Source: an optimization exercise on an open RTL-to-GDS flow (aim: small area, a short achievable clock period and few clock cycles). Production flows keep margins and buffers that such runs may drop.
Where RTL was checked, it was by simulation tests only, not by an equivalence proof against the original.
Power figures rest on the tool's default switching activity, not on a simulated workload.

Design source_text_tokenizer_top, start of the top module:
module source_text_tokenizer_top (
  input  logic        clk_i,
  input  logic        rst_ni,
  input  logic        in_valid,
  output logic        in_ready,
  input  logic [7:0]  in_text_byte,
  input  logic        in_end_of_text,
  output logic        out_valid,
  input  logic        out_ready,
  output logic [5:0]  out_kind,
  output logic [23:0] out_start_offset,
  output logic [15:0] out_token_length,
  output logic [15:0] out_token_line,
  output logic [15:0] out_token_col,
  output logic [7:0]  out_string_byte,
  output logic        out_last
);
Size in the first run: roughly 1300 cells after synthesis, roughly 200 flip-flops, about 100 I/O pins, about 12000 um^2 of cells after synthesis.
export LEC_CHECK = 0
export CAP_MARGIN = 20
export CORE_MARGIN = 2
export CORE_UTILIZATION = 60
export PLACE_DENSITY = 0.7
export SLEW_MARGIN = 20
create_clock -name core_clock -period 9.0 [get_ports {clk_i}]
standard.sh (not shown) runs the stock make flow with config.mk's settings and CLKGATE_MAP_FILE= SYNTH_SCRIPT=/design/flow/synth_recipe.tcl, a recipe that flattens the netlist after the stock synthesis.
==> flow/flow/run.sh <==
#!/bin/bash
set -euo pipefail
export BUFFER_PORTS_ARGS="-buffer_cell sky130_fd_sc_hd__buf_1"
export CTS_ARGS="-sink_clustering_enable -repair_clock_nets -dont_use_dummy_load -buf_list sky130_fd_sc_hd__clkbuf_8 -sink_buffer_max_cap_derate 0.6"
export SETUP_SLACK_MARGIN=5.8
bash standard.sh > standard_flow.log 2>&1
Testbench counts at the start, summed over its fixed seeds: cycles 24,327.
Edit:
--- a/flow/design.v
+++ b/flow/design.v
@@ -265,18 +265,17 @@
         end else begin
           close_res = 1'b1; close_kind = kw_kind; close_len = LRun;
           mode_d = stt_pkg::MIdle; fall = 1'b1;
         end
       end
       stt_pkg::MNumber, stt_pkg::MFraction: begin
         if (pend_q == stt_pkg::PDot) begin
           if (!eot && is_digit) begin
-            len_d = (len_q < 16'hFFFE) ? len_q + 16'd2 : stt_pkg::LenMax;
-            mode_d = stt_pkg::MFraction; pend_d = stt_pkg::PNone;
+            len_d = len_inc; mode_d = stt_pkg::MFraction; pend_d = stt_pkg::PNone; split = 1'b1;
           end else begin
             close_res = 1'b1; close_kind = stt_pkg::KNumber; close_len = LRun;
             mode_d = stt_pkg::MIdle; pend_d = stt_pkg::PDot; split = 1'b1; more = 1'b1;
           end
         end else if (!eot && is_digit) begin
           len_d = len_inc;
         end else if (!eot && is_dot && mode_q == stt_pkg::MNumber) begin
           pend_d = stt_pkg::PDot; hold_op = 1'b1;
Outcome:
- wire length goes down by 4.2%
- design area fell by 2.3%
- global-route usage went down by 2.1 points
- count of clock-buffer cells in the layout is unchanged
- cell count went down by 7.7%
Testbench counts after the change, summed over its fixed seeds: cycles 24,429.


Another version of the RTL of source_text_tokenizer_top (not shown whole).
Size: ~11000 sq um of cells after synthesis.
==> flow/config.mk <==
export PLATFORM = sky130hd
export DESIGN_NAME = source_text_tokenizer_top
export DESIGN_NICKNAME = source_text_tokenizer_top
export VERILOG_FILES = /design/flow/design.v
export SDC_FILE = /design/flow/constraint.sdc
export NUM_CORES = 4
export LEC_CHECK = 0
export CAP_MARGIN = 20
export CORE_MARGIN = 2
export CORE_UTILIZATION = 60
export PLACE_DENSITY = 0.7
export SLEW_MARGIN = 20
==> flow/constraint.sdc <==
create_clock -name core_clock -period 9.0 [get_ports {clk_i}]
set_input_delay 1.8000 -clock core_clock [delete_from_list [all_inputs] [get_ports {clk_i}]]
set_output_delay 1.8000 -clock core_clock [all_outputs]
set_load 0.01 [all_outputs]
==> flow/flow/run.sh <==
#!/bin/bash
set -euo pipefail
export BUFFER_PORTS_ARGS="-buffer_cell sky130_fd_sc_hd__buf_1"
export CTS_ARGS="-sink_clustering_enable -repair_clock_nets -dont_use_dummy_load -buf_list sky130_fd_sc_hd__clkbuf_8 -sink_buffer_max_cap_derate 0.6"
export SETUP_SLACK_MARGIN=5.65
bash standard.sh > standard_flow.log 2>&1
Change:
--- a/flow/design.v
+++ b/flow/design.v
@@ -146,29 +146,28 @@
   logic [23:0] off_q;                
   logic [15:0] line_q, col_q;
   logic        adv_q;                
   logic        lastlf_q;             
   logic [23:0] cur_off;              
   logic [15:0] cur_line, cur_col;
   logic [23:0] p_off_q;              
   logic [15:0] p_line_q, p_col_q;
   logic [15:0] len_q, len_d;
   logic        ppend_q;                     
   logic [stt_pkg::NumKw-1:0] kwm_q, kwm_d;
   logic        ov_q;
-  logic        strb_q;               
-  logic [7:0]  data_q;               
+  logic [5:0]  kind_q;
+  logic [7:0]  sb_q;
   logic        last_q;
-  logic [5:0]  res_kind;
-  logic [1:0]  res_lsel;
+  logic [1:0]  lsel_q;
   logic [7:0]  c;
   logic        eot;
   logic        is_alpha, is_digit, is_blank, is_lf, is_quote, is_bslash, is_dot, is_eq;
   logic        is_slash, is_bang, is_lt, is_gt, is_hold, is_open;
   logic [5:0]  single_kind;
   logic        is_single;
   logic [15:0] len_inc;
   logic [5:0]  kw_kind;
   logic        kw_open;
   logic        close_res, fall, fall_res, split;
   logic [5:0]  close_kind, fall_kind;
   logic [1:0]  close_pos;
@@ -262,25 +261,26 @@
       end
       stt_pkg::MIdent: begin
         if (!eot && (is_alpha || is_digit)) begin
           len_d = len_inc;
         end else begin
           close_res = 1'b1; close_kind = kw_kind; close_len = LRun;
           mode_d = stt_pkg::MIdle; fall = 1'b1;
         end
       end
       stt_pkg::MNumber, stt_pkg::MFraction: begin
         if (pend_q == stt_pkg::PDot) begin
           if (!eot && is_digit) begin
-            len_d = len_inc; mode_d = stt_pkg::MFraction; pend_d = stt_pkg::PNone; split = 1'b1;
+            len_d = (len_q < 16'hFFFE) ? len_q + 16'd2 : stt_pkg::LenMax;
+            mode_d = stt_pkg::MFraction; pend_d = stt_pkg::PNone;
           end else begin
             close_res = 1'b1; close_kind = stt_pkg::KNumber; close_len = LRun;
             mode_d = stt_pkg::MIdle; pend_d = stt_pkg::PDot; split = 1'b1; more = 1'b1;
           end
         end else if (!eot && is_digit) begin
           len_d = len_inc;
         end else if (!eot && is_dot && mode_q == stt_pkg::MNumber) begin
           pend_d = stt_pkg::PDot; hold_op = 1'b1;
         end else begin
           close_res = 1'b1; close_kind = stt_pkg::KNumber; close_len = LRun;
           mode_d = stt_pkg::MIdle; fall = 1'b1;
         end
@@ -372,39 +372,38 @@
   end
   always_ff @(posedge clk_i) begin
     if (go_i) begin
       len_q <= len_d;
       kwm_q <= kwm_d;
       if (advance) lastlf_q <= is_lf;
       if (p_load) begin
         p_off_q  <= p_from_last ? off_q  : cur_off;
         p_line_q <= p_from_last ? line_q : cur_line;
         p_col_q  <= p_from_last ? col_q  : cur_col;
       end
       if (emit) begin
-        strb_q <= res_kind == stt_pkg::KStrByte;
-        data_q <= (res_kind == stt_pkg::KStrByte) ? sb : {res_lsel, res_kind};
+        kind_q <= close_res ? close_kind : fall_kind;
+        lsel_q <= close_res ? close_len : fall_len;
+        sb_q <= sb;
         last_q <= !more;
       end
     end
   end
   assign out_valid_o = ov_q;
-  assign res_kind = close_res ? close_kind : fall_kind;
-  assign res_lsel = close_res ? close_len : fall_len;
-  assign out_kind_o  = strb_q ? stt_pkg::KStrByte : data_q[5:0];
+  assign out_kind_o  = kind_q;
   assign out_off_o   = p_off_q;
   assign out_line_o  = p_line_q;
   assign out_col_o   = p_col_q;
-  assign out_len_o   = strb_q ? 16'd0 : (data_q[7:6] == LRun) ? len_q : {14'd0, data_q[7:6]};
-  assign out_sb_o    = strb_q ? data_q : 8'd0;
+  assign out_len_o   = (lsel_q == LRun) ? len_q : {14'd0, lsel_q};
+  assign out_sb_o    = sb_q;
   assign out_last_o  = last_q;
 endmodule
 module source_text_tokenizer_top (
   input  logic        clk_i,
   input  logic        rst_ni,
   input  logic        in_valid,
   output logic        in_ready,
   input  logic [7:0]  in_text_byte,
   input  logic        in_end_of_text,
   output logic        out_valid,
   input  logic        out_ready,
   output logic [5:0]  out_kind,
What happened: Sequential power grows by 37%; count of clock-buffer cells in the layout is unchanged; utilization shrinks by 3.0 points; global-route usage shrinks by 2.4 points; first-iteration DRC count shrinks by 3.6%; clock power grows by about 3%; die area grows by 4.8%; via count grows by 4.3%; wire length shrinks by 1.5%; clock skew grows by 0.0088 ns; critical path depth shrinks by 1; cell count grows by 4.7%; setup slack is better by 0.24 ns; non-clock buffer count shrinks by 36.
Testbench counts after the change, summed over its fixed seeds: cycles 24,327.
For the first run of this note, only the layout was checked, not whether the RTL still works.

==> afterwards: timing with drivers on the ports <==
Ports are ideal in the flow. The routed layouts listed here were re-timed in OpenROAD.
Step 1, drivers: a clkbuf_16 drives clk_i and a buf_2 each remaining input, both assumed.
Step 2 adds t to the input delays and takes it off the output delays; t is the mean of the earliest and latest rising clock arrival at the registers after step 1. Input paths then give back, and output paths get back, about the clock's delay inside the block.
Slacks: ideal / step 1 / step 2; pairs: ideal / step 1.
run	shift t [ns]	setup WS [ns]	hold WS [ns]	latest minus earliest clock arrival (ns)	worst slew at a driven data input, ns
the first run of note 1	0.520	5.713 / 5.713 / 5.298	0.513 / 0.513 / 0.513	0.045 / 0.045	0.03
the second run of note 1	0.508	5.641 / 5.641 / 5.299	0.529 / 0.529 / 0.529	0.040 / 0.040	0.04
the first run of note 2	0.511	5.424 / 5.424 / 5.232	0.517 / 0.517 / 0.517	0.039 / 0.040	0.03
the second run of note 2	0.500	5.664 / 5.664 / 5.207	0.521 / 0.521 / 0.521	0.049 / 0.049	0.03
After both steps setup and hold are still met in every run listed. The setup slack of the second run of note 2, which loses most, moves by 0.000 ns with the drivers and by -0.457 ns with both steps.
